This is an optimization exercise on Yosys and OpenROAD, whose aim is small area, a short achievable clock period and few clock cycles per item, not a production implementation.
Only simulation tests tie the RTL to the original design; equivalence was not proved.

## flow/design.v (module list and top-level ports; edited modules follow where they fit)
// module fp_classify: 22 lines
// module fp_sig_tree: 946 lines
// module fp_sig_add: 347 lines
// module fp_mult_unit: 102 lines
module fp_mult_unit
(
    input  logic                clk,
    input  logic                rst_n,
    input  logic                clk_en,
    input  logic                start,
    input  logic [FP_WIDTH-1:0] dataa,
    input  logic [FP_WIDTH-1:0] datab,
    output logic [FP_WIDTH-1:0] result,
    output logic                done,
    output logic                busy
);
  // ...
==> flow/flow/run.sh <==
#!/bin/bash
# Own layout flow: the standard flow, with two changes.
#  1. The ports are buffered with buf_4 instead of the buffer buffer_ports
#     picks by default (the inputs fan out straight into the multiplier).
#  2. Between synthesis and floorplan, flow/fixinv.py re-polarises the full
#     adders of the standard synthesis (a full adder is self-dual) so that
#     fewer inverters sit between them; registers and logic function are
#     unchanged.
set -euo pipefail
cd "$(dirname "$0")/.."
export BUFFER_PORTS_ARGS="-buffer_cell sky130_fd_sc_hd__buf_4"
R=orfs/results/sky130hd/fp_mult_unit/base
bash standard.sh synth > synth.log 2>&1
cp $R/1_2_yosys.v 1_2_yosys.standard.v
python3 flow/fixinv.py 1_2_yosys.standard.v 1_2_yosys.fixinv.v > fixinv.log 2>&1
cp 1_2_yosys.fixinv.v $R/1_2_yosys.v
rm -f $R/1_synth.odb $R/1_synth.sdc
bash standard.sh > layout.log 2>&1
==> flow/flow/fixinv.py <==
#!/usr/bin/env python3
"""Re-polarise full adders in a Yosys netlist to remove inverters between them.

A full adder is self-dual: FA(~a, ~b, ~c) = (~cout, ~sum). Flipping a full
adder therefore complements what its output nets carry and what its input pins
expect, without changing the function of the design. Every inverter is first
dissolved into its source signal; a local search then chooses the full adders
to flip so that the fewest signals need their complement, and one inverter is
rebuilt for each signal that still does.

usage: fixinv.py IN.v OUT.v
"""
import re
import sys
from collections import defaultdict

src = open(sys.argv[1]).read()
m = re.search(r'\n(\s*sky130_fd_sc_hd__\w+\s+\S+\s*\()', src)
head_end = m.start() + 1
end = src.rindex('endmodule')
head = src[:head_end]
body = src[head_end:end]

cell_re = re.compile(r'\s*(sky130_fd_sc_hd__\w+)\s+(\S+)\s*\((.*?)\);', re.S)
pin_re = re.compile(r'\.(\w+)\(([^()]*)\)')
cells = []
pos = 0
for mm in cell_re.finditer(body):
    assert body[pos:mm.start()].strip() == '', body[pos:mm.start()][:200]
    pos = mm.end()
    typ, name, conn = mm.groups()
    pins = [(p, n.strip()) for p, n in pin_re.findall(conn)]
    cells.append([typ, name, pins])
assert body[pos:].strip() == ''

OUTS = {'X', 'Y', 'SUM', 'COUT', 'Q', 'Q_N', 'HI', 'LO'}
INV = re.compile(r'sky130_fd_sc_hd__(clk)?inv_\d+$')
FA = re.compile(r'sky130_fd_sc_hd__fa_\d+$')

driver = {}
for i, (typ, name, pins) in enumerate(cells):
    for p, n in pins:
        if p in OUTS:
            driver[n] = (i, p)

# logical literal of each net: (root net, polarity); inverters collapse
lit_cache = {}


def lit(n):
    if n in lit_cache:
        return lit_cache[n]
    d = driver.get(n)
    if d is not None and INV.match(cells[d[0]][0]):
        a = dict(cells[d[0]][2])['A']
        r, p = lit(a)
        res = (r, p ^ 1)
    else:
        res = (n, 0)
    lit_cache[n] = res
    return res


outports = set()
for mm in re.finditer(r'^\s*output\s+(\[(\d+):(\d+)\]\s+)?(\w+);', head, re.M):
    if mm.group(1):
        hi, lo = int(mm.group(2)), int(mm.group(3))
        for b in range(min(hi, lo), max(hi, lo) + 1):
            outports.add(f'{mm.group(4)}[{b}]')
    else:
        outports.add(mm.group(4))

inv_cells = [i for i, c in enumerate(cells) if INV.match(c[0])]
fa_cells = [i for i, c in enumerate(cells) if FA.match(c[0])]
is_fa = set(fa_cells)

# loads: (cell index or None for a port, pin, root, polarity demanded)
loads = defaultdict(list)
for i, (typ, name, pins) in enumerate(cells):
    if INV.match(typ):
        continue
    for p, n in pins:
        if p in OUTS:
            continue
        r, pol = lit(n)
        loads[r].append((i, p, pol))
for n in outports:
    r, pol = lit(n)
    if (r, pol) != (n, 0):
        loads[r].append((None, n, pol))

flip = defaultdict(int)        # FA index -> 1 if flipped


def root_flip(r):
    d = driver.get(r)
    if d is not None and d[0] in is_fa:
        return flip[d[0]]
    return 0


def needs_inv(r):
    x = root_flip(r)
    for (ci, p, pol) in loads[r]:
        want = pol ^ (flip[ci] if ci in is_fa else 0)
        if want != x:
            return True
    return False


# signals touching each FA (its outputs and inputs' roots)
fa_sigs = {}
for i in fa_cells:
    s = set()
    for p, n in cells[i][2]:
        if p in OUTS:
            s.add(n)
        else:
            s.add(lit(n)[0])
    fa_sigs[i] = s


def cost(sigs):
    return sum(needs_inv(r) for r in sigs)


before = sum(needs_inv(r) for r in list(loads))
import random
random.seed(1)
cur = sum(needs_inv(r) for r in list(loads))
best = cur
best_flip = dict(flip)
T = 2.0
steps = 60000
rounds = steps
for k in range(steps):
    T = 2.0 * (1 - k / steps) + 0.01
    i = random.choice(fa_cells)
    sig = fa_sigs[i]
    c0 = cost(sig)
    flip[i] ^= 1
    c1 = cost(sig)
    d = c1 - c0
    if d <= 0 or random.random() < pow(2.718, -d / T):
        cur += d
        if cur < best:
            best = cur
            best_flip = dict(flip)
    else:
        flip[i] ^= 1
flip.clear()
flip.update(best_flip)
after = sum(needs_inv(r) for r in list(loads))
sys.stderr.write(f'fixinv: {len(inv_cells)} inverters, {len(fa_cells)} full adders; '
                 f'signals needing a complement {before} -> {after}; '
                 f'{sum(flip.values())} adders flipped in {rounds} rounds\n')

# rebuild: reuse the old inverter instance/net names where possible
inv_of = {}            # root -> (inst name, out net) of an existing inverter on it
for i in inv_cells:
    a = dict(cells[i][2])['A']
    y = dict(cells[i][2])['Y']
    r, pol = lit(y)
    if pol == 1 and r not in inv_of and lit(a) == (r, 0):
        inv_of[r] = (cells[i][1], y, cells[i][0])

new_cells = []
extra_wires = []
made = {}
cnt = [0]


def phys(r, want):
    """net carrying literal (r, want) after flipping"""
    if want == root_flip(r):
        return r
    if r not in made:
        if r in inv_of:
            name, y, typ = inv_of[r]
        else:
            cnt[0] += 1
            name, y, typ = f'fixinv_{cnt[0]}', f'fixinv_n{cnt[0]}', 'sky130_fd_sc_hd__inv_1'
            extra_wires.append(y)
        made[r] = (name, y, typ)
    return made[r][1]


port_assigns = []
for i, (typ, name, pins) in enumerate(cells):
    if INV.match(typ):
        continue
    f = flip[i] if i in is_fa else 0
    newpins = []
    for p, n in pins:
        if p in OUTS:
            newpins.append((p, n))
        else:
            r, pol = lit(n)
            newpins.append((p, phys(r, pol ^ f)))
    new_cells.append((typ, name, newpins))

# output ports that were driven through inverters
for n in sorted(outports):
    r, pol = lit(n)
    if (r, pol) == (n, 0):
        continue
    d = driver.get(n)
    # keep the port's own driver: an inverter (or buffer chain) from the root
    want = pol
    if want == root_flip(r):
        # port carries the root's value as-is: use a buffer to keep the port net
        new_cells.append(('sky130_fd_sc_hd__buf_1', f'fixinv_pb{len(new_cells)}', [('A', r), ('X', n)]))
    else:
        new_cells.append(('sky130_fd_sc_hd__inv_1', f'fixinv_pi{len(new_cells)}', [('A', r), ('Y', n)]))

for r, (name, y, typ) in made.items():
    new_cells.append((typ, name, [('A', r), ('Y', y)]))

# nets that no longer exist keep their declarations (harmless); add new ones
out = [head]
for w in extra_wires:
    out.append(f'  wire {w};\n')
def esc(n):
    return n + ' ' if n.startswith('\\') else n


for typ, name, pins in new_cells:
    out.append(f'  {typ} {esc(name)} (\n' + ',\n'.join(f'    .{p}({esc(n)})' for p, n in pins) + '\n  );\n')
out.append('endmodule\n')
open(sys.argv[2], 'w').write(''.join(out))
sys.stderr.write(f'fixinv: {len(made)} inverters rebuilt\n')
==> flow/standard.sh <==
#!/bin/bash
# synth_recipe.tcl (not shown) runs the flow's synth.tcl, then flattens the netlist and writes it again
# the make line also repeats each setting of config.mk as NAME=value (left out here)
make -C /OpenROAD-flow-scripts/flow DESIGN_CONFIG=/design/flow/config.mk WORK_HOME=/design/flow/orfs CLKGATE_MAP_FILE= SYNTH_SCRIPT=/design/flow/synth_recipe.tcl "${@:-finish}"
==> flow/config.mk <==
export PLATFORM = sky130hd
export DESIGN_NAME = fp_mult_unit
export DESIGN_NICKNAME = fp_mult_unit
export VERILOG_FILES = /design/flow/design.v
export SDC_FILE = /design/flow/constraint.sdc
export NUM_CORES = 4
export LEC_CHECK = 0
export ABC_AREA = 1
export CAP_MARGIN = 20
export CORE_MARGIN = 2
export CORE_UTILIZATION = 72
export PLACE_DENSITY = 0.8
export SETUP_SLACK_MARGIN = 3
export SLEW_MARGIN = 20
==> flow/constraint.sdc <==
create_clock -name core_clock -period 12.0 [get_ports {clk}]
set_input_delay 2.4000 -clock core_clock [delete_from_list [all_inputs] [get_ports {clk}]]
set_output_delay 2.4000 -clock core_clock [all_outputs]
set_load 0.01 [all_outputs]
==> impl_results.md, run 1 <==
- Status: finished clean
- Achievable Freq: 0.113 GHz
- Number of instances in the synthesized netlist: 2244
- Worst r2r dst: done_q
- Worst min path class: reg -> reg
- Non-clock inverter count in the final layout: 290
- Starting density of the core: 73.8%
- Hold Startpoint: done_q
- Setup Buffers After CTS: 6
- Num Clock Sinks: 33
- Mean routed wirelength per cell: 24.0 um
- Top cell class by occupied area: multi-input combinational cells
- Global-route met3 utilization: 13.8%
- Total nets after synthesis: 2681
- Placed insts: 2554
- Highest net fanout along the worst path: 24
- Number of global-route vias before repair: 16.8k
- Type of the setup path with the least slack: in -> reg
- Max H-tree Level: 2
- Vias: 17.9k
- FP Rows: 56
- Worst min-delay path endpoint: done_q
- Remaining global-route overflow: 0
- Place WS: 1.70 ns
- Maximum single-stage delay on the critical path: 0.52 ns
- Count of flip-flops and latches: 33
- Multi-input gates: 1775
- Final worst path period need: 8.86 ns
- Layout cells sized above 1: 15.9%
- Remaining design rule violation count: 0
- Length of routed met3 wiring: 10200 um
Testbench counts, summed over its fixed seeds: cycles 8,000, items 8,000.
==> module fp_sig_add, before the edit <==
module fp_sig_add
(
    input  logic [47:0] s,
    input  logic [47:0] c,
    output logic        c22o,
    output logic [23:0] u0,
    output logic [23:0] u1
);
    wire lg0 = s[0] & c[0];
    wire lp0 = s[0] ^ c[0];
    wire lg1 = s[1] & c[1];
    wire lp1 = s[1] ^ c[1];
    wire lg2 = s[2] & c[2];
    wire lp2 = s[2] ^ c[2];
    wire lg3 = s[3] & c[3];
    wire lp3 = s[3] ^ c[3];
    wire lg4 = s[4] & c[4];
    wire lp4 = s[4] ^ c[4];
    wire lg5 = s[5] & c[5];
    wire lp5 = s[5] ^ c[5];
    wire lg6 = s[6] & c[6];
    wire lp6 = s[6] ^ c[6];
    wire lg7 = s[7] & c[7];
    wire lp7 = s[7] ^ c[7];
    wire lg8 = s[8] & c[8];
    wire lp8 = s[8] ^ c[8];
    wire lg9 = s[9] & c[9];
    wire lp9 = s[9] ^ c[9];
    wire lg10 = s[10] & c[10];
    wire lp10 = s[10] ^ c[10];
    wire lg11 = s[11] & c[11];
    wire lp11 = s[11] ^ c[11];
    wire lg12 = s[12] & c[12];
    wire lp12 = s[12] ^ c[12];
    wire lg13 = s[13] & c[13];
    wire lp13 = s[13] ^ c[13];
    wire lg14 = s[14] & c[14];
    wire lp14 = s[14] ^ c[14];
    wire lg15 = s[15] & c[15];
    wire lp15 = s[15] ^ c[15];
    wire lg16 = s[16] & c[16];
    wire lp16 = s[16] ^ c[16];
    wire lg17 = s[17] & c[17];
    wire lp17 = s[17] ^ c[17];
    wire lg18 = s[18] & c[18];
    wire lp18 = s[18] ^ c[18];
    wire lg19 = s[19] & c[19];
    wire lp19 = s[19] ^ c[19];
    wire lg20 = s[20] & c[20];
    wire lp20 = s[20] ^ c[20];
    wire lg21 = s[21] & c[21];
    wire lp21 = s[21] ^ c[21];
    wire lG0_1 = lg1 | (lp1 & lg0);
    wire lP0_1 = lp1 & lp0;
    wire lG0_3 = lg3 | (lp3 & lg2);
    wire lP0_3 = lp3 & lp2;
    wire lG0_5 = lg5 | (lp5 & lg4);
    wire lP0_5 = lp5 & lp4;
    wire lG0_7 = lg7 | (lp7 & lg6);
    wire lP0_7 = lp7 & lp6;
    wire lG0_9 = lg9 | (lp9 & lg8);
    wire lP0_9 = lp9 & lp8;
    wire lG0_11 = lg11 | (lp11 & lg10);
    wire lP0_11 = lp11 & lp10;
    wire lG0_13 = lg13 | (lp13 & lg12);
    wire lP0_13 = lp13 & lp12;
    wire lG0_15 = lg15 | (lp15 & lg14);
    wire lP0_15 = lp15 & lp14;
    wire lG0_17 = lg17 | (lp17 & lg16);
    wire lP0_17 = lp17 & lp16;
    wire lG0_19 = lg19 | (lp19 & lg18);
    wire lP0_19 = lp19 & lp18;
    wire lG0_21 = lg21 | (lp21 & lg20);
    wire lP0_21 = lp21 & lp20;
    wire lG1_2 = lg2 | (lp2 & lG0_1);
    wire lP1_2 = lp2 & lP0_1;
    wire lG1_3 = lG0_3 | (lP0_3 & lG0_1);
    wire lP1_3 = lP0_3 & lP0_1;
    wire lG1_6 = lg6 | (lp6 & lG0_5);
    wire lP1_6 = lp6 & lP0_5;
    wire lG1_7 = lG0_7 | (lP0_7 & lG0_5);
    wire lP1_7 = lP0_7 & lP0_5;
    wire lG1_10 = lg10 | (lp10 & lG0_9);
    wire lP1_10 = lp10 & lP0_9;
    wire lG1_11 = lG0_11 | (lP0_11 & lG0_9);
    wire lP1_11 = lP0_11 & lP0_9;
    wire lG1_14 = lg14 | (lp14 & lG0_13);
    wire lP1_14 = lp14 & lP0_13;
    wire lG1_15 = lG0_15 | (lP0_15 & lG0_13);
    wire lP1_15 = lP0_15 & lP0_13;
    wire lG1_18 = lg18 | (lp18 & lG0_17);
    wire lP1_18 = lp18 & lP0_17;
    wire lG1_19 = lG0_19 | (lP0_19 & lG0_17);
    wire lP1_19 = lP0_19 & lP0_17;
    wire lG2_4 = lg4 | (lp4 & lG1_3);
    wire lP2_4 = lp4 & lP1_3;
    wire lG2_5 = lG0_5 | (lP0_5 & lG1_3);
    wire lP2_5 = lP0_5 & lP1_3;
    wire lG2_6 = lG1_6 | (lP1_6 & lG1_3);
    wire lP2_6 = lP1_6 & lP1_3;
    wire lG2_7 = lG1_7 | (lP1_7 & lG1_3);
    wire lP2_7 = lP1_7 & lP1_3;
    wire lG2_12 = lg12 | (lp12 & lG1_11);
    wire lP2_12 = lp12 & lP1_11;
    wire lG2_13 = lG0_13 | (lP0_13 & lG1_11);
    wire lP2_13 = lP0_13 & lP1_11;
    wire lG2_14 = lG1_14 | (lP1_14 & lG1_11);
    wire lP2_14 = lP1_14 & lP1_11;
    wire lG2_15 = lG1_15 | (lP1_15 & lG1_11);
    wire lP2_15 = lP1_15 & lP1_11;
    wire lG2_20 = lg20 | (lp20 & lG1_19);
    wire lP2_20 = lp20 & lP1_19;
    wire lG2_21 = lG0_21 | (lP0_21 & lG1_19);
    wire lP2_21 = lP0_21 & lP1_19;
    wire lG3_8 = lg8 | (lp8 & lG2_7);
    wire lP3_8 = lp8 & lP2_7;
    wire lG3_9 = lG0_9 | (lP0_9 & lG2_7);
    wire lP3_9 = lP0_9 & lP2_7;
    wire lG3_10 = lG1_10 | (lP1_10 & lG2_7);
    wire lP3_10 = lP1_10 & lP2_7;
    wire lG3_11 = lG1_11 | (lP1_11 & lG2_7);
    wire lP3_11 = lP1_11 & lP2_7;
    wire lG3_12 = lG2_12 | (lP2_12 & lG2_7);
    wire lP3_12 = lP2_12 & lP2_7;
    wire lG3_13 = lG2_13 | (lP2_13 & lG2_7);
    wire lP3_13 = lP2_13 & lP2_7;
    wire lG3_14 = lG2_14 | (lP2_14 & lG2_7);
    wire lP3_14 = lP2_14 & lP2_7;
    wire lG3_15 = lG2_15 | (lP2_15 & lG2_7);
    wire lP3_15 = lP2_15 & lP2_7;
    wire lG4_16 = lg16 | (lp16 & lG3_15);
    wire lP4_16 = lp16 & lP3_15;
    wire lG4_17 = lG0_17 | (lP0_17 & lG3_15);
    wire lP4_17 = lP0_17 & lP3_15;
    wire lG4_18 = lG1_18 | (lP1_18 & lG3_15);
    wire lP4_18 = lP1_18 & lP3_15;
    wire lG4_19 = lG1_19 | (lP1_19 & lG3_15);
    wire lP4_19 = lP1_19 & lP3_15;
    wire lG4_20 = lG2_20 | (lP2_20 & lG3_15);
    wire lP4_20 = lP2_20 & lP3_15;
    wire lG4_21 = lG2_21 | (lP2_21 & lG3_15);
    wire lP4_21 = lP2_21 & lP3_15;
    wire c22 = lG4_21;
    wire ug0 = s[24] & c[24];
    wire up0 = s[24] ^ c[24];
    wire ug1 = s[25] & c[25];
    wire up1 = s[25] ^ c[25];
    wire ug2 = s[26] & c[26];
    wire up2 = s[26] ^ c[26];
    wire ug3 = s[27] & c[27];
    wire up3 = s[27] ^ c[27];
    wire ug4 = s[28] & c[28];
    wire up4 = s[28] ^ c[28];
    wire ug5 = s[29] & c[29];
    wire up5 = s[29] ^ c[29];
    wire ug6 = s[30] & c[30];
    wire up6 = s[30] ^ c[30];
    wire ug7 = s[31] & c[31];
    wire up7 = s[31] ^ c[31];
    wire ug8 = s[32] & c[32];
    wire up8 = s[32] ^ c[32];
    wire ug9 = s[33] & c[33];
    wire up9 = s[33] ^ c[33];
    wire ug10 = s[34] & c[34];
    wire up10 = s[34] ^ c[34];
    wire ug11 = s[35] & c[35];
    wire up11 = s[35] ^ c[35];
    wire ug12 = s[36] & c[36];
    wire up12 = s[36] ^ c[36];
    wire ug13 = s[37] & c[37];
    wire up13 = s[37] ^ c[37];
    wire ug14 = s[38] & c[38];
    wire up14 = s[38] ^ c[38];
    wire ug15 = s[39] & c[39];
    wire up15 = s[39] ^ c[39];
    wire ug16 = s[40] & c[40];
    wire up16 = s[40] ^ c[40];
    wire ug17 = s[41] & c[41];
    wire up17 = s[41] ^ c[41];
    wire ug18 = s[42] & c[42];
    wire up18 = s[42] ^ c[42];
    wire ug19 = s[43] & c[43];
    wire up19 = s[43] ^ c[43];
    wire ug20 = s[44] & c[44];
    wire up20 = s[44] ^ c[44];
    wire ug21 = s[45] & c[45];
    wire up21 = s[45] ^ c[45];
    wire ug22 = s[46] & c[46];
    wire up22 = s[46] ^ c[46];
    wire ug23 = s[47] & c[47];
    wire up23 = s[47] ^ c[47];
    wire uG0_1 = ug1 | (up1 & ug0);
    wire uP0_1 = up1 & up0;
    wire uG0_3 = ug3 | (up3 & ug2);
    wire uP0_3 = up3 & up2;
    wire uG0_5 = ug5 | (up5 & ug4);
    wire uP0_5 = up5 & up4;
    wire uG0_7 = ug7 | (up7 & ug6);
    wire uP0_7 = up7 & up6;
    wire uG0_9 = ug9 | (up9 & ug8);
    wire uP0_9 = up9 & up8;
    wire uG0_11 = ug11 | (up11 & ug10);
    wire uP0_11 = up11 & up10;
    wire uG0_13 = ug13 | (up13 & ug12);
    wire uP0_13 = up13 & up12;
    wire uG0_15 = ug15 | (up15 & ug14);
    wire uP0_15 = up15 & up14;
    wire uG0_17 = ug17 | (up17 & ug16);
    wire uP0_17 = up17 & up16;
    wire uG0_19 = ug19 | (up19 & ug18);
    wire uP0_19 = up19 & up18;
    wire uG0_21 = ug21 | (up21 & ug20);
    wire uP0_21 = up21 & up20;
    wire uG0_23 = ug23 | (up23 & ug22);
    wire uP0_23 = up23 & up22;
    wire uG1_2 = ug2 | (up2 & uG0_1);
    wire uP1_2 = up2 & uP0_1;
    wire uG1_3 = uG0_3 | (uP0_3 & uG0_1);
    wire uP1_3 = uP0_3 & uP0_1;
    wire uG1_6 = ug6 | (up6 & uG0_5);
    wire uP1_6 = up6 & uP0_5;
    wire uG1_7 = uG0_7 | (uP0_7 & uG0_5);
    wire uP1_7 = uP0_7 & uP0_5;
    wire uG1_10 = ug10 | (up10 & uG0_9);
    wire uP1_10 = up10 & uP0_9;
    wire uG1_11 = uG0_11 | (uP0_11 & uG0_9);
    wire uP1_11 = uP0_11 & uP0_9;
    wire uG1_14 = ug14 | (up14 & uG0_13);
    wire uP1_14 = up14 & uP0_13;
    wire uG1_15 = uG0_15 | (uP0_15 & uG0_13);
    wire uP1_15 = uP0_15 & uP0_13;
    wire uG1_18 = ug18 | (up18 & uG0_17);
    wire uP1_18 = up18 & uP0_17;
    wire uG1_19 = uG0_19 | (uP0_19 & uG0_17);
    wire uP1_19 = uP0_19 & uP0_17;
    wire uG1_22 = ug22 | (up22 & uG0_21);
    wire uP1_22 = up22 & uP0_21;
    wire uG1_23 = uG0_23 | (uP0_23 & uG0_21);
    wire uP1_23 = uP0_23 & uP0_21;
    wire uG2_4 = ug4 | (up4 & uG1_3);
    wire uP2_4 = up4 & uP1_3;
    wire uG2_5 = uG0_5 | (uP0_5 & uG1_3);
    wire uP2_5 = uP0_5 & uP1_3;
    wire uG2_6 = uG1_6 | (uP1_6 & uG1_3);
    wire uP2_6 = uP1_6 & uP1_3;
    wire uG2_7 = uG1_7 | (uP1_7 & uG1_3);
    wire uP2_7 = uP1_7 & uP1_3;
    wire uG2_12 = ug12 | (up12 & uG1_11);
    wire uP2_12 = up12 & uP1_11;
    wire uG2_13 = uG0_13 | (uP0_13 & uG1_11);
    wire uP2_13 = uP0_13 & uP1_11;
    wire uG2_14 = uG1_14 | (uP1_14 & uG1_11);
    wire uP2_14 = uP1_14 & uP1_11;
    wire uG2_15 = uG1_15 | (uP1_15 & uG1_11);
    wire uP2_15 = uP1_15 & uP1_11;
    wire uG2_20 = ug20 | (up20 & uG1_19);
    wire uP2_20 = up20 & uP1_19;
    wire uG2_21 = uG0_21 | (uP0_21 & uG1_19);
    wire uP2_21 = uP0_21 & uP1_19;
    wire uG2_22 = uG1_22 | (uP1_22 & uG1_19);
    wire uP2_22 = uP1_22 & uP1_19;
    wire uG2_23 = uG1_23 | (uP1_23 & uG1_19);
    wire uP2_23 = uP1_23 & uP1_19;
    wire uG3_8 = ug8 | (up8 & uG2_7);
    wire uP3_8 = up8 & uP2_7;
    wire uG3_9 = uG0_9 | (uP0_9 & uG2_7);
    wire uP3_9 = uP0_9 & uP2_7;
    wire uG3_10 = uG1_10 | (uP1_10 & uG2_7);
    wire uP3_10 = uP1_10 & uP2_7;
    wire uG3_11 = uG1_11 | (uP1_11 & uG2_7);
    wire uP3_11 = uP1_11 & uP2_7;
    wire uG3_12 = uG2_12 | (uP2_12 & uG2_7);
    wire uP3_12 = uP2_12 & uP2_7;
    wire uG3_13 = uG2_13 | (uP2_13 & uG2_7);
    wire uP3_13 = uP2_13 & uP2_7;
    wire uG3_14 = uG2_14 | (uP2_14 & uG2_7);
    wire uP3_14 = uP2_14 & uP2_7;
    wire uG3_15 = uG2_15 | (uP2_15 & uG2_7);
    wire uP3_15 = uP2_15 & uP2_7;
    wire uG4_16 = ug16 | (up16 & uG3_15);
    wire uP4_16 = up16 & uP3_15;
    wire uG4_17 = uG0_17 | (uP0_17 & uG3_15);
    wire uP4_17 = uP0_17 & uP3_15;
    wire uG4_18 = uG1_18 | (uP1_18 & uG3_15);
    wire uP4_18 = uP1_18 & uP3_15;
    wire uG4_19 = uG1_19 | (uP1_19 & uG3_15);
    wire uP4_19 = uP1_19 & uP3_15;
    wire uG4_20 = uG2_20 | (uP2_20 & uG3_15);
    wire uP4_20 = uP2_20 & uP3_15;
    wire uG4_21 = uG2_21 | (uP2_21 & uG3_15);
    wire uP4_21 = uP2_21 & uP3_15;
    wire uG4_22 = uG2_22 | (uP2_22 & uG3_15);
    wire uP4_22 = uP2_22 & uP3_15;
    wire uG4_23 = uG2_23 | (uP2_23 & uG3_15);
    wire uP4_23 = uP2_23 & uP3_15;
    wire u0_0 = up0;
    wire u1_0 = ~up0;
    wire u0_1 = up1 ^ ug0;
    wire u1_1 = up1 ^ (ug0 | up0);
    wire u0_2 = up2 ^ uG0_1;
    wire u1_2 = up2 ^ (uG0_1 | uP0_1);
    wire u0_3 = up3 ^ uG1_2;
    wire u1_3 = up3 ^ (uG1_2 | uP1_2);
    wire u0_4 = up4 ^ uG1_3;
    wire u1_4 = up4 ^ (uG1_3 | uP1_3);
    wire u0_5 = up5 ^ uG2_4;
    wire u1_5 = up5 ^ (uG2_4 | uP2_4);
    wire u0_6 = up6 ^ uG2_5;
    wire u1_6 = up6 ^ (uG2_5 | uP2_5);
    wire u0_7 = up7 ^ uG2_6;
    wire u1_7 = up7 ^ (uG2_6 | uP2_6);
    wire u0_8 = up8 ^ uG2_7;
    wire u1_8 = up8 ^ (uG2_7 | uP2_7);
    wire u0_9 = up9 ^ uG3_8;
    wire u1_9 = up9 ^ (uG3_8 | uP3_8);
    wire u0_10 = up10 ^ uG3_9;
    wire u1_10 = up10 ^ (uG3_9 | uP3_9);
    wire u0_11 = up11 ^ uG3_10;
    wire u1_11 = up11 ^ (uG3_10 | uP3_10);
    wire u0_12 = up12 ^ uG3_11;
    wire u1_12 = up12 ^ (uG3_11 | uP3_11);
    wire u0_13 = up13 ^ uG3_12;
    wire u1_13 = up13 ^ (uG3_12 | uP3_12);
    wire u0_14 = up14 ^ uG3_13;
    wire u1_14 = up14 ^ (uG3_13 | uP3_13);
    wire u0_15 = up15 ^ uG3_14;
    wire u1_15 = up15 ^ (uG3_14 | uP3_14);
    wire u0_16 = up16 ^ uG3_15;
    wire u1_16 = up16 ^ (uG3_15 | uP3_15);
    wire u0_17 = up17 ^ uG4_16;
    wire u1_17 = up17 ^ (uG4_16 | uP4_16);
    wire u0_18 = up18 ^ uG4_17;
    wire u1_18 = up18 ^ (uG4_17 | uP4_17);
    wire u0_19 = up19 ^ uG4_18;
    wire u1_19 = up19 ^ (uG4_18 | uP4_18);
    wire u0_20 = up20 ^ uG4_19;
    wire u1_20 = up20 ^ (uG4_19 | uP4_19);
    wire u0_21 = up21 ^ uG4_20;
    wire u1_21 = up21 ^ (uG4_20 | uP4_20);
    wire u0_22 = up22 ^ uG4_21;
    wire u1_22 = up22 ^ (uG4_21 | uP4_21);
    wire u0_23 = up23 ^ uG4_22;
    wire u1_23 = up23 ^ (uG4_22 | uP4_22);
    assign c22o = c22;
    assign u0 = {u0_23, u0_22, u0_21, u0_20, u0_19, u0_18, u0_17, u0_16, u0_15, u0_14, u0_13, u0_12, u0_11, u0_10, u0_9, u0_8, u0_7, u0_6, u0_5, u0_4, u0_3, u0_2, u0_1, u0_0};
    assign u1 = {u1_23, u1_22, u1_21, u1_20, u1_19, u1_18, u1_17, u1_16, u1_15, u1_14, u1_13, u1_12, u1_11, u1_10, u1_9, u1_8, u1_7, u1_6, u1_5, u1_4, u1_3, u1_2, u1_1, u1_0};
endmodule
==> module fp_mult_unit, before the edit <==
module fp_mult_unit
(
    input  logic                clk,
    input  logic                rst_n,
    input  logic                clk_en,
    input  logic                start,
    input  logic [FP_WIDTH-1:0] dataa,
    input  logic [FP_WIDTH-1:0] datab,
    output logic [FP_WIDTH-1:0] result,
    output logic                done,
    output logic                busy
);
    function automatic [4:0] tz24(input [22:0] f);
        integer i;
        begin
            tz24 = 5'd23;
            for (i = 22; i >= 0; i = i - 1)
                if (f[i]) tz24 = i[4:0];
        end
    endfunction
    fp_pkg::fp_unpacked_t   ua_c, ub_c;
    logic                   sign_c, spec_c;
    logic [FP_WIDTH-1:0]    spec_res_c;
    logic [47:0]            s_c, c_c;
    logic                   c22_c, cin0_c, cin1_c, q0_23_c;
    logic [23:0]            u0_c, u1_c;           
    logic [23:0]            q0u_c, q1u_c;         
    logic [5:0]             tz_c;
    logic                   tie0_c, tie1_c, n_c;
    logic signed [9:0]      e0_c, e1_c;
    logic                   ovf0_c, unf0_c, ovf1_c, unf1_c;
    logic [FP_WIDTH-1:0]    r0_c, r1_c, result_c;
    logic [FP_WIDTH-1:0]    result_q;
    logic                   done_q;
    fp_classify u_cls_a (.op(dataa), .unp(ua_c));
    fp_classify u_cls_b (.op(datab), .unp(ub_c));
    fp_sig_tree u_tree (.fa(dataa[22:0]), .fb(datab[22:0]), .s(s_c), .c(c_c));
    fp_sig_add  u_add  (.s(s_c), .c(c_c), .c22o(c22_c), .u0(u0_c), .u1(u1_c));
    always_comb begin
        sign_c = ua_c.sign ^ ub_c.sign;
        spec_c = 1'b1;
        if (ua_c.cls == FP_NAN || ub_c.cls == FP_NAN ||
            (ua_c.cls == FP_INF  && ub_c.cls == FP_ZERO) ||
            (ua_c.cls == FP_ZERO && ub_c.cls == FP_INF)) begin
            spec_res_c = QNAN;
        end else if (ua_c.cls == FP_INF || ub_c.cls == FP_INF) begin
            spec_res_c = {sign_c, {EXP_WIDTH{1'b1}}, {MAN_WIDTH{1'b0}}};
        end else if (ua_c.cls == FP_ZERO || ub_c.cls == FP_ZERO) begin
            spec_res_c = {sign_c, {(FP_WIDTH-1){1'b0}}};
        end else begin
            spec_c     = 1'b0;
            spec_res_c = '0;
        end
    end
    always_comb begin
        cin0_c  = c22_c ? (s_c[23] | (s_c[22] & c_c[22])) : (s_c[23] & (s_c[22] | c_c[22]));
        cin1_c  = c22_c ? (s_c[23] | s_c[22] | c_c[22])   : (s_c[23] | (s_c[22] & c_c[22]));
        q0_23_c = c22_c ? ~(s_c[23] ^ (s_c[22] & c_c[22])) : (s_c[23] ^ (s_c[22] | c_c[22]));
        tz_c    = 6'(tz24(dataa[22:0])) + 6'(tz24(datab[22:0]));
        tie0_c  = (tz_c == 6'd22);
        tie1_c  = (tz_c == 6'd23);
        e0_c    = $signed(10'(ua_c.exp)) + $signed(10'(ub_c.exp)) - 10'sd127;
        e1_c    = $signed(10'(ua_c.exp)) + $signed(10'(ub_c.exp)) - 10'sd126;
        ovf0_c  = (e0_c >= 10'sd255);
        unf0_c  = (e0_c <= 10'sd0);
        ovf1_c  = (e1_c >= 10'sd255);
        unf1_c  = (e1_c <= 10'sd0);
        q0u_c   = cin0_c ? u1_c : u0_c;
        q1u_c   = cin1_c ? u1_c : u0_c;
        n_c     = q0u_c[23];
        if (spec_c)
            r0_c = spec_res_c;
        else if (ovf0_c)
            r0_c = {sign_c, {EXP_WIDTH{1'b1}}, {MAN_WIDTH{1'b0}}};
        else if (unf0_c)
            r0_c = {sign_c, {(FP_WIDTH-1){1'b0}}};
        else
            r0_c = {sign_c, e0_c[EXP_WIDTH-1:0], q0u_c[21:0], q0_23_c & ~tie0_c};
        if (spec_c)
            r1_c = spec_res_c;
        else if (ovf1_c)
            r1_c = {sign_c, {EXP_WIDTH{1'b1}}, {MAN_WIDTH{1'b0}}};
        else if (unf1_c)
            r1_c = {sign_c, {(FP_WIDTH-1){1'b0}}};
        else
            r1_c = {sign_c, e1_c[EXP_WIDTH-1:0], q1u_c[22:1], q1u_c[0] & ~tie1_c};
        result_c = n_c ? r1_c : r0_c;
    end
    always_ff @(posedge clk or negedge rst_n) begin
        if (!rst_n)
            done_q <= 1'b0;
        else if (clk_en)
            done_q <= start;
    end
    always_ff @(posedge clk) begin
        if (clk_en)
            result_q <= result_c;
    end
    assign result = result_q;
    assign done   = done_q;
    assign busy   = done_q;
endmodule
==> run 2: changes to the inputs <==
--- a/flow/design.v
+++ b/flow/design.v
@@ -998,13 +998,11 @@
     assign s = {c590, s589, c584, s583, c572, s571, c556, s555, c536, s535, c512, s511, c484, s483, c452, s451, c416, s415, c376, s375, c332, c308, s307, s283, s261, c220, c200, c180, s177, c144, c128, c112, c98, c84, s81, c60, c50, s47, s37, c24, s21, s15, s9, s5, c2, pp1_0, pp0_1, neg0};
     assign c = {1'b0, c588, s587, c578, s577, c564, s563, c546, s545, c524, s523, c498, s497, c468, s467, c434, s433, c396, s395, c354, s353, s331, c284, c262, 1'b0, s239, s219, s199, s179, s161, s143, s127, s111, s97, s83, s71, s59, s49, s39, s31, s23, s17, s11, s7, s3, s1, 1'b0, pp0_0};
 endmodule
-module fp_sig_add
+module fp_sig_lowc
 (
-    input  logic [47:0] s,
-    input  logic [47:0] c,
-    output logic        c22o,
-    output logic [23:0] u0,
-    output logic [23:0] u1
+    input  logic [21:0] s,
+    input  logic [21:0] c,
+    output logic        c22o
 );
     wire lg0 = s[0] & c[0];
     wire lp0 = s[0] ^ c[0];
@@ -1141,6 +1139,15 @@
     wire lG4_21 = lG2_21 | (lP2_21 & lG3_15);
     wire lP4_21 = lP2_21 & lP3_15;
     wire c22 = lG4_21;
+    assign c22o = c22;
+endmodule
+module fp_sig_add
+(
+    input  logic [47:0] s,
+    input  logic [47:0] c,
+    output logic [23:0] u0,
+    output logic [23:0] u1
+);
     wire ug0 = s[24] & c[24];
     wire up0 = s[24] ^ c[24];
     wire ug1 = s[25] & c[25];
@@ -1341,7 +1348,6 @@
     wire u1_22 = up22 ^ (uG4_21 | uP4_21);
     wire u0_23 = up23 ^ uG4_22;
     wire u1_23 = up23 ^ (uG4_22 | uP4_22);
-    assign c22o = c22;
     assign u0 = {u0_23, u0_22, u0_21, u0_20, u0_19, u0_18, u0_17, u0_16, u0_15, u0_14, u0_13, u0_12, u0_11, u0_10, u0_9, u0_8, u0_7, u0_6, u0_5, u0_4, u0_3, u0_2, u0_1, u0_0};
     assign u1 = {u1_23, u1_22, u1_21, u1_20, u1_19, u1_18, u1_17, u1_16, u1_15, u1_14, u1_13, u1_12, u1_11, u1_10, u1_9, u1_8, u1_7, u1_6, u1_5, u1_4, u1_3, u1_2, u1_1, u1_0};
 endmodule
@@ -1366,84 +1372,95 @@
         end
     endfunction
     fp_pkg::fp_unpacked_t   ua_c, ub_c;
-    logic                   sign_c, spec_c;
-    logic [FP_WIDTH-1:0]    spec_res_c;
     logic [47:0]            s_c, c_c;
-    logic                   c22_c, cin0_c, cin1_c, q0_23_c;
-    logic [23:0]            u0_c, u1_c;           
-    logic [23:0]            q0u_c, q1u_c;         
+    logic                   c22_c;
     logic [5:0]             tz_c;
-    logic                   tie0_c, tie1_c, n_c;
-    logic signed [9:0]      e0_c, e1_c;
-    logic                   ovf0_c, unf0_c, ovf1_c, unf1_c;
-    logic [FP_WIDTH-1:0]    r0_c, r1_c, result_c;
-    logic [FP_WIDTH-1:0]    result_q;
+    logic                   nan_c, inf_c, zero_c;
+    logic [47:22]           s_q;             
+    logic [47:22]           c_q;             
+    logic                   c22_q;           
+    logic                   sign_q;          
+    logic                   nan_q, inf_q, zero_q;    
+    logic signed [9:0]      e0_q;            
+    logic                   tie0_q, tie1_q;  
     logic                   done_q;
+    logic                   cin0_c, cin1_c, q0_23_c, n_c;
+    logic [23:0]            u0_c, u1_c;      
+    logic [23:0]            q0u_c, q1u_c;    
+    logic signed [9:0]      e1_c;
+    logic                   ovf0_c, unf0_c, ovf1_c, unf1_c;
+    logic [FP_WIDTH-1:0]    r0_c, r1_c;
     fp_classify u_cls_a (.op(dataa), .unp(ua_c));
     fp_classify u_cls_b (.op(datab), .unp(ub_c));
     fp_sig_tree u_tree (.fa(dataa[22:0]), .fb(datab[22:0]), .s(s_c), .c(c_c));
-    fp_sig_add  u_add  (.s(s_c), .c(c_c), .c22o(c22_c), .u0(u0_c), .u1(u1_c));
+    fp_sig_lowc u_lowc (.s(s_c[21:0]), .c(c_c[21:0]), .c22o(c22_c));
     always_comb begin
-        sign_c = ua_c.sign ^ ub_c.sign;
-        spec_c = 1'b1;
-        if (ua_c.cls == FP_NAN || ub_c.cls == FP_NAN ||
-            (ua_c.cls == FP_INF  && ub_c.cls == FP_ZERO) ||
-            (ua_c.cls == FP_ZERO && ub_c.cls == FP_INF)) begin
-            spec_res_c = QNAN;
-        end else if (ua_c.cls == FP_INF || ub_c.cls == FP_INF) begin
-            spec_res_c = {sign_c, {EXP_WIDTH{1'b1}}, {MAN_WIDTH{1'b0}}};
-        end else if (ua_c.cls == FP_ZERO || ub_c.cls == FP_ZERO) begin
-            spec_res_c = {sign_c, {(FP_WIDTH-1){1'b0}}};
-        end else begin
-            spec_c     = 1'b0;
-            spec_res_c = '0;
+        nan_c  = ua_c.cls == FP_NAN || ub_c.cls == FP_NAN ||
+                 (ua_c.cls == FP_INF  && ub_c.cls == FP_ZERO) ||
+                 (ua_c.cls == FP_ZERO && ub_c.cls == FP_INF);
+        inf_c  = ua_c.cls == FP_INF || ub_c.cls == FP_INF;
+        zero_c = ua_c.cls == FP_ZERO || ub_c.cls == FP_ZERO;
+        tz_c   = 6'(tz24(dataa[22:0])) + 6'(tz24(datab[22:0]));
+    end
+    always_ff @(posedge clk) begin
+        if (clk_en) begin
+            s_q    <= s_c[47:22];
+            c_q    <= c_c[47:22];
+            c22_q  <= c22_c;
+            sign_q <= ua_c.sign ^ ub_c.sign;
+            nan_q  <= nan_c;
+            inf_q  <= inf_c;
+            zero_q <= zero_c;
+            e0_q   <= $signed(10'(ua_c.exp)) + $signed(10'(ub_c.exp)) - 10'sd127;
+            tie0_q <= (tz_c == 6'd22);
+            tie1_q <= (tz_c == 6'd23);
         end
     end
+    always_ff @(posedge clk or negedge rst_n) begin
+        if (!rst_n)
+            done_q <= 1'b0;
+        else if (clk_en)
+            done_q <= start;
+    end
+    fp_sig_add u_add (.s({s_q, 22'd0}), .c({c_q, 22'd0}), .u0(u0_c), .u1(u1_c));
     always_comb begin
-        cin0_c  = c22_c ? (s_c[23] | (s_c[22] & c_c[22])) : (s_c[23] & (s_c[22] | c_c[22]));
-        cin1_c  = c22_c ? (s_c[23] | s_c[22] | c_c[22])   : (s_c[23] | (s_c[22] & c_c[22]));
-        q0_23_c = c22_c ? ~(s_c[23] ^ (s_c[22] & c_c[22])) : (s_c[23] ^ (s_c[22] | c_c[22]));
-        tz_c    = 6'(tz24(dataa[22:0])) + 6'(tz24(datab[22:0]));
-        tie0_c  = (tz_c == 6'd22);
-        tie1_c  = (tz_c == 6'd23);
-        e0_c    = $signed(10'(ua_c.exp)) + $signed(10'(ub_c.exp)) - 10'sd127;
-        e1_c    = $signed(10'(ua_c.exp)) + $signed(10'(ub_c.exp)) - 10'sd126;
-        ovf0_c  = (e0_c >= 10'sd255);
-        unf0_c  = (e0_c <= 10'sd0);
+        cin0_c  = c22_q ? (s_q[23] | (s_q[22] & c_q[22])) : (s_q[23] & (s_q[22] | c_q[22]));
+        cin1_c  = c22_q ? (s_q[23] | s_q[22] | c_q[22])   : (s_q[23] | (s_q[22] & c_q[22]));
+        q0_23_c = c22_q ? ~(s_q[23] ^ (s_q[22] & c_q[22])) : (s_q[23] ^ (s_q[22] | c_q[22]));
+        e1_c    = e0_q + 10'sd1;
+        ovf0_c  = (e0_q >= 10'sd255);
+        unf0_c  = (e0_q <= 10'sd0);
         ovf1_c  = (e1_c >= 10'sd255);
         unf1_c  = (e1_c <= 10'sd0);
         q0u_c   = cin0_c ? u1_c : u0_c;
         q1u_c   = cin1_c ? u1_c : u0_c;
         n_c     = q0u_c[23];
-        if (spec_c)
-            r0_c = spec_res_c;
+        if (nan_q)
+            r0_c = QNAN;
+        else if (inf_q)
+            r0_c = {sign_q, {EXP_WIDTH{1'b1}}, {MAN_WIDTH{1'b0}}};
+        else if (zero_q)
+            r0_c = {sign_q, {(FP_WIDTH-1){1'b0}}};
         else if (ovf0_c)
-            r0_c = {sign_c, {EXP_WIDTH{1'b1}}, {MAN_WIDTH{1'b0}}};
+            r0_c = {sign_q, {EXP_WIDTH{1'b1}}, {MAN_WIDTH{1'b0}}};
         else if (unf0_c)
-            r0_c = {sign_c, {(FP_WIDTH-1){1'b0}}};
+            r0_c = {sign_q, {(FP_WIDTH-1){1'b0}}};
         else
-            r0_c = {sign_c, e0_c[EXP_WIDTH-1:0], q0u_c[21:0], q0_23_c & ~tie0_c};
-        if (spec_c)
-            r1_c = spec_res_c;
+            r0_c = {sign_q, e0_q[EXP_WIDTH-1:0], q0u_c[21:0], q0_23_c & ~tie0_q};
+        if (nan_q)
+            r1_c = QNAN;
+        else if (inf_q)
+            r1_c = {sign_q, {EXP_WIDTH{1'b1}}, {MAN_WIDTH{1'b0}}};
+        else if (zero_q)
+            r1_c = {sign_q, {(FP_WIDTH-1){1'b0}}};
         else if (ovf1_c)
-            r1_c = {sign_c, {EXP_WIDTH{1'b1}}, {MAN_WIDTH{1'b0}}};
+            r1_c = {sign_q, {EXP_WIDTH{1'b1}}, {MAN_WIDTH{1'b0}}};
         else if (unf1_c)
-            r1_c = {sign_c, {(FP_WIDTH-1){1'b0}}};
+            r1_c = {sign_q, {(FP_WIDTH-1){1'b0}}};
         else
-            r1_c = {sign_c, e1_c[EXP_WIDTH-1:0], q1u_c[22:1], q1u_c[0] & ~tie1_c};
-        result_c = n_c ? r1_c : r0_c;
-    end
-    always_ff @(posedge clk or negedge rst_n) begin
-        if (!rst_n)
-            done_q <= 1'b0;
-        else if (clk_en)
-            done_q <= start;
-    end
-    always_ff @(posedge clk) begin
-        if (clk_en)
-            result_q <= result_c;
+            r1_c = {sign_q, e1_c[EXP_WIDTH-1:0], q1u_c[22:1], q1u_c[0] & ~tie1_q};
     end
-    assign result = result_q;
+    assign result = n_c ? r1_c : r0_c;
     assign done   = done_q;
     assign busy   = done_q;
 endmodule
--- a/flow/config.mk
+++ b/flow/config.mk
@@ -8,7 +8,7 @@
 export ABC_AREA = 1
 export CAP_MARGIN = 20
 export CORE_MARGIN = 2
-export CORE_UTILIZATION = 72
-export PLACE_DENSITY = 0.8
-export SETUP_SLACK_MARGIN = 3
+export CORE_UTILIZATION = 60
+export PLACE_DENSITY = 0.7
+export SETUP_SLACK_MARGIN = 5
 export SLEW_MARGIN = 20
==> run 2 against run 1 <==
Effect of this change:
- flip-flop and latch count grew 35
- routed wire length shrank 12%
- register-to-register slack barely moved
- first-iteration DRC count shrank 39%
- sequential share of layout area rose by 5.6 points
- critical path depth is 14 lower
- core utilization is 17 points lower
- non-clock buffer count is 50 lower
- largest cell class unchanged
==> impl_results.md, run 2 <==
- Number of global-route vias before repair: 15.8k (-5.6%)
- Achievable Freq: 0.143 GHz (+27%)
- CP Capture Type: flop
- Critical path data required time: 12.11 ns
- Worst r2r dst: done_q
- CP Launch Point: datab[5]
- Vertical extent of the die: 176 um
- Number of flip-flops in the largest register: 26
- Num Clock Sinks: 68 (+110%)
- Total nets after synthesis: 2544 (-5.1%)
- Max transition margin: 28.5%
- Die X: 176 um
- Area growth from synthesis to final layout: 8.09%
- Period utilisation layout: 58.2%
- Max H-tree Level: 3 (+1)
- Maximum number of pins on one net before global-route repair: 69
- Final Hold Vio Count: 0
- Number of instances in the synthesized netlist: 2102 (-6.3%)
- Vias: 15.9k (-11%)
- Highest-utilization routing layer at the global route stage: met2
- Remaining global-route overflow: 0 (unchanged)
- Clk pin slew, worst setup/hold paths: 0.06 ns
- First-pass iteration count of the detailed router: 7
- Reg-to-reg startpoint: done_q
- Number of DRC violations after detailed-routing iteration 0: 1716
- Maximum single-stage delay on the critical path: 0.61 ns (+0.09 ns)
- FP Rows: 62 (+11%)
- Final HPWL DP: 40600 um
- Met1 routing resource usage after global routing: 48.5%
- Worst reg-to-reg path cell count: 1
- Critical path cell sequence: buf_6 -> nor2_1 -> nor2_4 -> clkinvlp_2 -> o22ai_1 -> xor2_1 -> fa_1 -> fa_1 -> fa_1 -> fa_1 -> ha_1 -> ha_1 -> a21oi_1 -> o21ai_0 -> o21ai_0 -> nand2_1
- Average cell area after synthesis: 8.44 um^2
- Clock latency of the later-clocked register in the worst-skew pair: 0.36 ns
- Number of max-slew violations in the final report: 0
- Fraction of the core area covered by cells at the end of the flow: 66.3%
- Slowest cell on the critical path: sky130_fd_sc_hd__clkinvlp_2
- Register containing the most flip-flops in the final layout: s_q
- Mapped Area: 0.0177 mm^2
- Remaining design rule violation count: 0 (unchanged)
- Measured slew at the worst slew-check pin: 1.06 ns
- I/O pins: 102
- Final worst path period need: 6.98 ns (-1.88 ns)
- Post-route antenna net violation count: 0
- Global-route met3 utilization: 11.5% (-2.3 points)
- Via count normalized by instance count: 6.35
- Reg-to-reg setup timing slack: 11.24 ns
- Gr usage total: 36.6%
- Clock root buffer master: sky130_fd_sc_hd__clkbuf_16
- Initial antenna violation count: 2
- Placed insts: 2485 (-2.7%)
- Net count of the finished layout: 2563
- Worst min path class: reg -> reg
- Worst setup skew after layout: 0 ns
- Critical path capture point: c22_q
- Non-filler instance count after layout: 2510
- Number of clock buffers inserted by TritonCTS: 9
- Status: finished clean
- Highest net fanout along the worst path: 16 (-33%)
- Count of buffers inserted at the top-level ports: 101
- Met2 layer usage reported by global route: 54.8%
- Max Cap Violations: 0
- Most common cell after layout, fill and taps aside: sky130_fd_sc_hd__xor2_1
- CTS max path bufs: 2
- Mean routed wirelength per cell: 22.2 um (-7.6%)
- Yosys Warn Count: 2
- Crit start category: input pin
- Setup violators final: 0
- Largest registers in the final layout: s_q x26, c_q x24, e0_q x10
- Final weighted congestion in routability-driven placement: 0.970
- Setup repair after global routing missed its margin: true
- CORE AREA: 0.0289 mm^2
- Starting density of the core: 61.3% (-12 points)
- Minimum hold slack: 0.541 ns
- CTS Hold Buffers Added: 0
- Data arrival time of the worst path: 7.09 ns
- First-pass GRT wire length: 87100 um
- Layout cells sized above 1: 10.7% (-5.2 points)
- Library cell appearing most often on the critical path: sky130_fd_sc_hd__fa_1
- Fin Setup TNS: 0 ns
- Commonest cells after routing, fill and taps aside: sky130_fd_sc_hd__xor2_1 (283), sky130_fd_sc_hd__fa_1 (257), sky130_fd_sc_hd__o22ai_1 (252)
- Type of the setup path with the least slack: in -> reg
- Total length of routed wires: 55700 um
- TritonCTS clock tree: yes
- Area of the die: 0.0310 mm^2
run 2: critical path: cells and delay by family:
family	cells	cell delay [ns]
fa+ha+maj	6	2.35
compound gates	4	0.88
xor+xnor	1	0.14
simple gates	3	0.46
buf+inv	2	0.85
run 2: how the worst min path moves through the flow:
stage,from,endpoint,slack [ns],cells after the start
final,done_q,done_q,0.54,1
after global routing,done_q,done_q,0.56,1
after CTS,done_q,done_q,0.54,1
after detailed placement,done_q,done_q,0.53,1
after global placement,done_q,done_q,0.52,1
after floorplan,done_q,done_q,0.57,1
run 2: metal layers:
layer,wire length (um),up-vias
met5,102,-
met3,7650,247
met1,21400,7542
met4,2950,4
met2,23600,1070
li1,-,7068
run 2: stage by stage:
step                      instance area, um^2  setup WS [ns]
after floorplan                         17700           4.97
after global placement                  18700           4.06
after detailed placement                18700           3.96
after CTS                               19100           4.88
after global routing                    19200           4.83
final                                   19200           5.02
run 2: timing repair:
action                                  CTS  global route
gates cloned                              2             1
endpoints found under the setup margin   14            17
pin swaps                                 0             0
buffers inserted                          6             0
gates resized for setup                  10            27
run 2: cell type report:
class                      instances  area, um^2
multi-input combinational       1608       14100
clock buffer                       9         225
tap                              384         480
fill                            2474        9760
sequential                        68        2040
antenna                            1        2.50
timing repair buffer             151        1170
inverter                         281        1090
clock inverter                     6        32.5
timing repair inverter             2        10.0
Testbench counts of run 2, summed over its fixed seeds: cycles 8,000, items 8,000.
==> run 3: changes to the inputs <==
==> flow/flow/run.sh (replaced) <==
#!/bin/bash
# Own layout flow: the standard flow, with three changes.
#  1. The ports are buffered with buf_4 instead of the buffer buffer_ports
#     picks by default (the inputs fan out straight into the multiplier).
#  2. Between synthesis and floorplan, flow/fixinv.py re-polarises the full
#     adders of the standard synthesis (a full adder is self-dual) so that
#     fewer inverters sit between them; registers and logic function are
#     unchanged.
#  3. After synthesis, the slow low-power inverters and delay buffers are kept
#     out of the resizer's choices.
set -euo pipefail
cd "$(dirname "$0")/.."
export BUFFER_PORTS_ARGS="-buffer_cell sky130_fd_sc_hd__buf_4"
R=orfs/results/sky130hd/fp_mult_unit/base
bash standard.sh synth > synth.log 2>&1
cp $R/1_2_yosys.v 1_2_yosys.standard.v
python3 flow/fixinv.py 1_2_yosys.standard.v 1_2_yosys.fixinv.v > fixinv.log 2>&1
cp 1_2_yosys.fixinv.v $R/1_2_yosys.v
rm -f $R/1_synth.odb $R/1_synth.sdc
export DONT_USE_CELLS="sky130_fd_sc_hd__clkinvlp_2 sky130_fd_sc_hd__clkinvlp_4 sky130_fd_sc_hd__clkdlybuf4s15_1 sky130_fd_sc_hd__clkdlybuf4s15_2 sky130_fd_sc_hd__clkdlybuf4s18_1 sky130_fd_sc_hd__clkdlybuf4s18_2 sky130_fd_sc_hd__clkdlybuf4s25_1 sky130_fd_sc_hd__clkdlybuf4s25_2 sky130_fd_sc_hd__clkdlybuf4s50_1 sky130_fd_sc_hd__clkdlybuf4s50_2"
bash standard.sh > layout.log 2>&1
==> run 3 against run 2 <==
Effect of this change:
- largest cell class unchanged
- critical path type unchanged
- synthesized cell count stayed put
- hold slack stayed put
- still clean on timing, DRC and antenna
- cell area unchanged
- maximum frequency unchanged
- sequential share of layout area did not move
==> impl_results.md, run 3 <==
- Critical path capture point: c22_q
- Num Clock Sinks: 68 (unchanged)
- Clock latency of the later-clocked register in the worst-skew pair: 0.36 ns (about the same)
- Area used by multi-input combinational logic: 0.0141 mm^2 (unchanged)
- Worst min path class: reg -> reg
- Number of flip-flops in the largest register: 26 (unchanged)
- Type of the setup path with the least slack: in -> reg
- Gr usage total: 36.6% (unchanged)
- Number of max-slew violations in the final report: 0 (unchanged)
- Register area: 0.00204 mm^2 (unchanged)
- Max transition margin: 28.5% (unchanged)
- Number of global-route vias before repair: 15.8k (unchanged)
- CTS max path bufs: 2 (unchanged)
- CORE AREA: 0.0289 mm^2 (unchanged)
- Post-route antenna net violation count: 0 (unchanged)
- Register containing the most flip-flops in the final layout: s_q
- Area of the die: 0.0310 mm^2 (unchanged)
- Most common cell after layout, fill and taps aside: sky130_fd_sc_hd__xor2_1
- TritonCTS clock tree: yes
- First-pass iteration count of the detailed router: 7 (unchanged)
- Filler cell count in the final layout: 2474 (unchanged)
- Achievable Freq: 0.143 GHz (unchanged)
- Mean routed wirelength per cell: 22.2 um (unchanged)
- Remaining design rule violation count: 0 (unchanged)
- Measured slew at the worst slew-check pin: 1.06 ns (unchanged)
- CP Launch Point: datab[5]
- Crit start category: input pin
- Number of DRC violations after detailed-routing iteration 0: 1716 (unchanged)
- Vertical extent of the die: 176 um (unchanged)
- Mapped Area: 0.0177 mm^2 (unchanged)
- Average cell area after synthesis: 8.44 um^2 (unchanged)
- Die X: 176 um (unchanged)
- Count of buffers inserted at the top-level ports: 101 (unchanged)
- Max H-tree Level: 3 (unchanged)
- Max Cap Violations: 0 (unchanged)
- Final weighted congestion in routability-driven placement: 0.970 (unchanged)
- Critical path data required time: 12.11 ns (about the same)
- Starting density of the core: 61.3% (unchanged)
- Number of clock buffers inserted by TritonCTS: 9 (unchanged)
- Initial antenna violation count: 2 (unchanged)
- Remaining global-route overflow: 0 (unchanged)
- Final HPWL DP: 40600 um (unchanged)
- Layout cells sized above 1: 10.7% (unchanged)
- Largest registers in the final layout: s_q x26, c_q x24, e0_q x10
- Worst setup skew after layout: 0 ns (unchanged)
- Maximum number of pins on one net before global-route repair: 69 (unchanged)
- Setup violators final: 0 (unchanged)
- First-pass GRT wire length: 87100 um (unchanged)
- FP Rows: 62 (unchanged)
- Setup repair after global routing missed its margin: true
- Final worst path period need: 6.98 ns (unchanged)
- Highest net fanout along the worst path: 16 (unchanged)
- Data arrival time of the worst path: 7.09 ns (about the same)
- Total nets after synthesis: 2544 (unchanged)
- Worst reg-to-reg path cell count: 1 (unchanged)
- Via count normalized by instance count: 6.35 (unchanged)
- Reg-to-reg startpoint: done_q
- Reg-to-reg setup timing slack: 11.24 ns (about the same)
- Fin Setup TNS: 0 ns (unchanged)
- Clock root buffer master: sky130_fd_sc_hd__clkbuf_16
- Minimum hold slack: 0.541 ns (unchanged)
- Period utilisation layout: 58.2% (unchanged)
- Number of instances in the synthesized netlist: 2102 (unchanged)
- CTS Hold Buffers Added: 0 (unchanged)
- Net count of the finished layout: 2563 (unchanged)
- I/O pins: 102 (unchanged)
- Vias: 15.9k (unchanged)
- Worst r2r dst: done_q
- Area growth from synthesis to final layout: 8.09% (unchanged)
- Fraction of the core area covered by cells at the end of the flow: 66.3% (unchanged)
- Total length of routed wires: 55700 um (unchanged)
- Status: finished clean
- Yosys Warn Count: 2 (unchanged)
- Final Hold Vio Count: 0 (unchanged)
- CP Capture Type: flop
- Commonest cells after routing, fill and taps aside: sky130_fd_sc_hd__xor2_1 (283), sky130_fd_sc_hd__fa_1 (257), sky130_fd_sc_hd__o22ai_1 (252)
- Clk pin slew, worst setup/hold paths: 0.06 ns (about the same)
## run 3: cell counts in the layout (fill, tap and decap cells not counted)
No cell type changed its count.
## run 3: repair_timing
item                       4_1_cts  5_1_grt
cloned                           2        1
setup endpoints to repair       14       17
setup buffers                    6        0
gates resized for setup         10       27
pin swaps                        0        0
## run 3: cell type report
class | instances | share of cell area [%]
multi-input cells | 1608 | 73.7
flip-flops and latches | 68 | 10.6
repair buffers | 151 | 6.12
repair inverters | 2 | 0.0522
well taps | 384 | 2.51
inverters | 281 | 5.68
clock inverters | 6 | 0.170
clock buffers | 9 | 1.17
diodes | 1 | 0.0131
## run 3: worst min path at each step
stage / slack (ns) / from / cells after the start / to
after floorplan: 0.57 / done_q / 1 / done_q
after global placement: 0.52 / done_q / 1 / done_q
after detailed placement: 0.53 / done_q / 1 / done_q
after CTS: 0.54 / done_q / 1 / done_q
after global routing: 0.56 / done_q / 1 / done_q
final: 0.54 / done_q / 1 / done_q
## run 3: worst max-delay path, cell delays in order
cell and delay, ns:
sky130_fd_sc_hd__buf_6 0.24, sky130_fd_sc_hd__nor2_1 0.15, sky130_fd_sc_hd__nor2_4 0.24, sky130_fd_sc_hd__clkinvlp_2 0.61
sky130_fd_sc_hd__o22ai_1 0.44, sky130_fd_sc_hd__xor2_1 0.14, sky130_fd_sc_hd__fa_1 0.42, sky130_fd_sc_hd__fa_1 0.43
sky130_fd_sc_hd__fa_1 0.44, sky130_fd_sc_hd__fa_1 0.48, sky130_fd_sc_hd__ha_1 0.29, sky130_fd_sc_hd__ha_1 0.29
sky130_fd_sc_hd__a21oi_1 0.11, sky130_fd_sc_hd__o21ai_0 0.13, sky130_fd_sc_hd__o21ai_0 0.20, sky130_fd_sc_hd__nand2_1 0.07
## run 3: metrics by stage
step / std cells / area, um^2 / setup WS (ns)
after floorplan: 2102 / 17700 / 4.97
after global placement: 2485 / 18700 / 4.06
after detailed placement: 2485 / 18700 / 3.96
after CTS: 2508 / 19100 / 4.88
after global routing: 2509 / 19200 / 4.83
final: 2510 / 19200 / 5.02
## run 3: per-layer routing
layer	global-route usage, %	part of all wire (%)	vias up	wire length, um
met5	0	0.18	-	102
met4	17.8	5.3	4	2950
met2	54.8	42	1070	23600
li1	-	-	7068	-
met1	48.5	38	7542	21400
met3	11.5	14	247	7650

==> afterwards: timing with drivers on the ports <==
No port has a modelled driver above. Below, the same layouts with a new extraction and two added sets of constraints.
Step 1 (the two cells are an assumption about what drives the block):
set clk [get_ports {clk}]
set_driving_cell -lib_cell sky130_fd_sc_hd__clkbuf_16 $clk
set_driving_cell -lib_cell sky130_fd_sc_hd__buf_2 [delete_from_list [all_inputs] $clk]
Step 2 also shifts input and output timing later by t, the mid clock arrival at the registers, as if the neighbouring blocks saw the same clock.
Three values: ideal ports, drivers, drivers and shift; two values: the first two.
| run | shift t [ns] | setup slack, ns | worst setup path at the end | clock arrival spread, ns | pins driven straight from the clock port |
|---|---|---|---|---|---|
| run 1 | 0.314 | 3.138 / 3.138 / 2.824 | input to register | 0.005 / 0.004 | 1 |
| run 2 | 0.400 | 5.019 / 5.024 / 4.624 | input to register | 0.013 / 0.014 | 1 |
| run 3 | 0.400 | 5.019 / 5.024 / 4.624 | input to register | 0.013 / 0.014 | 1 |
After both steps setup and hold are still met in every run listed.
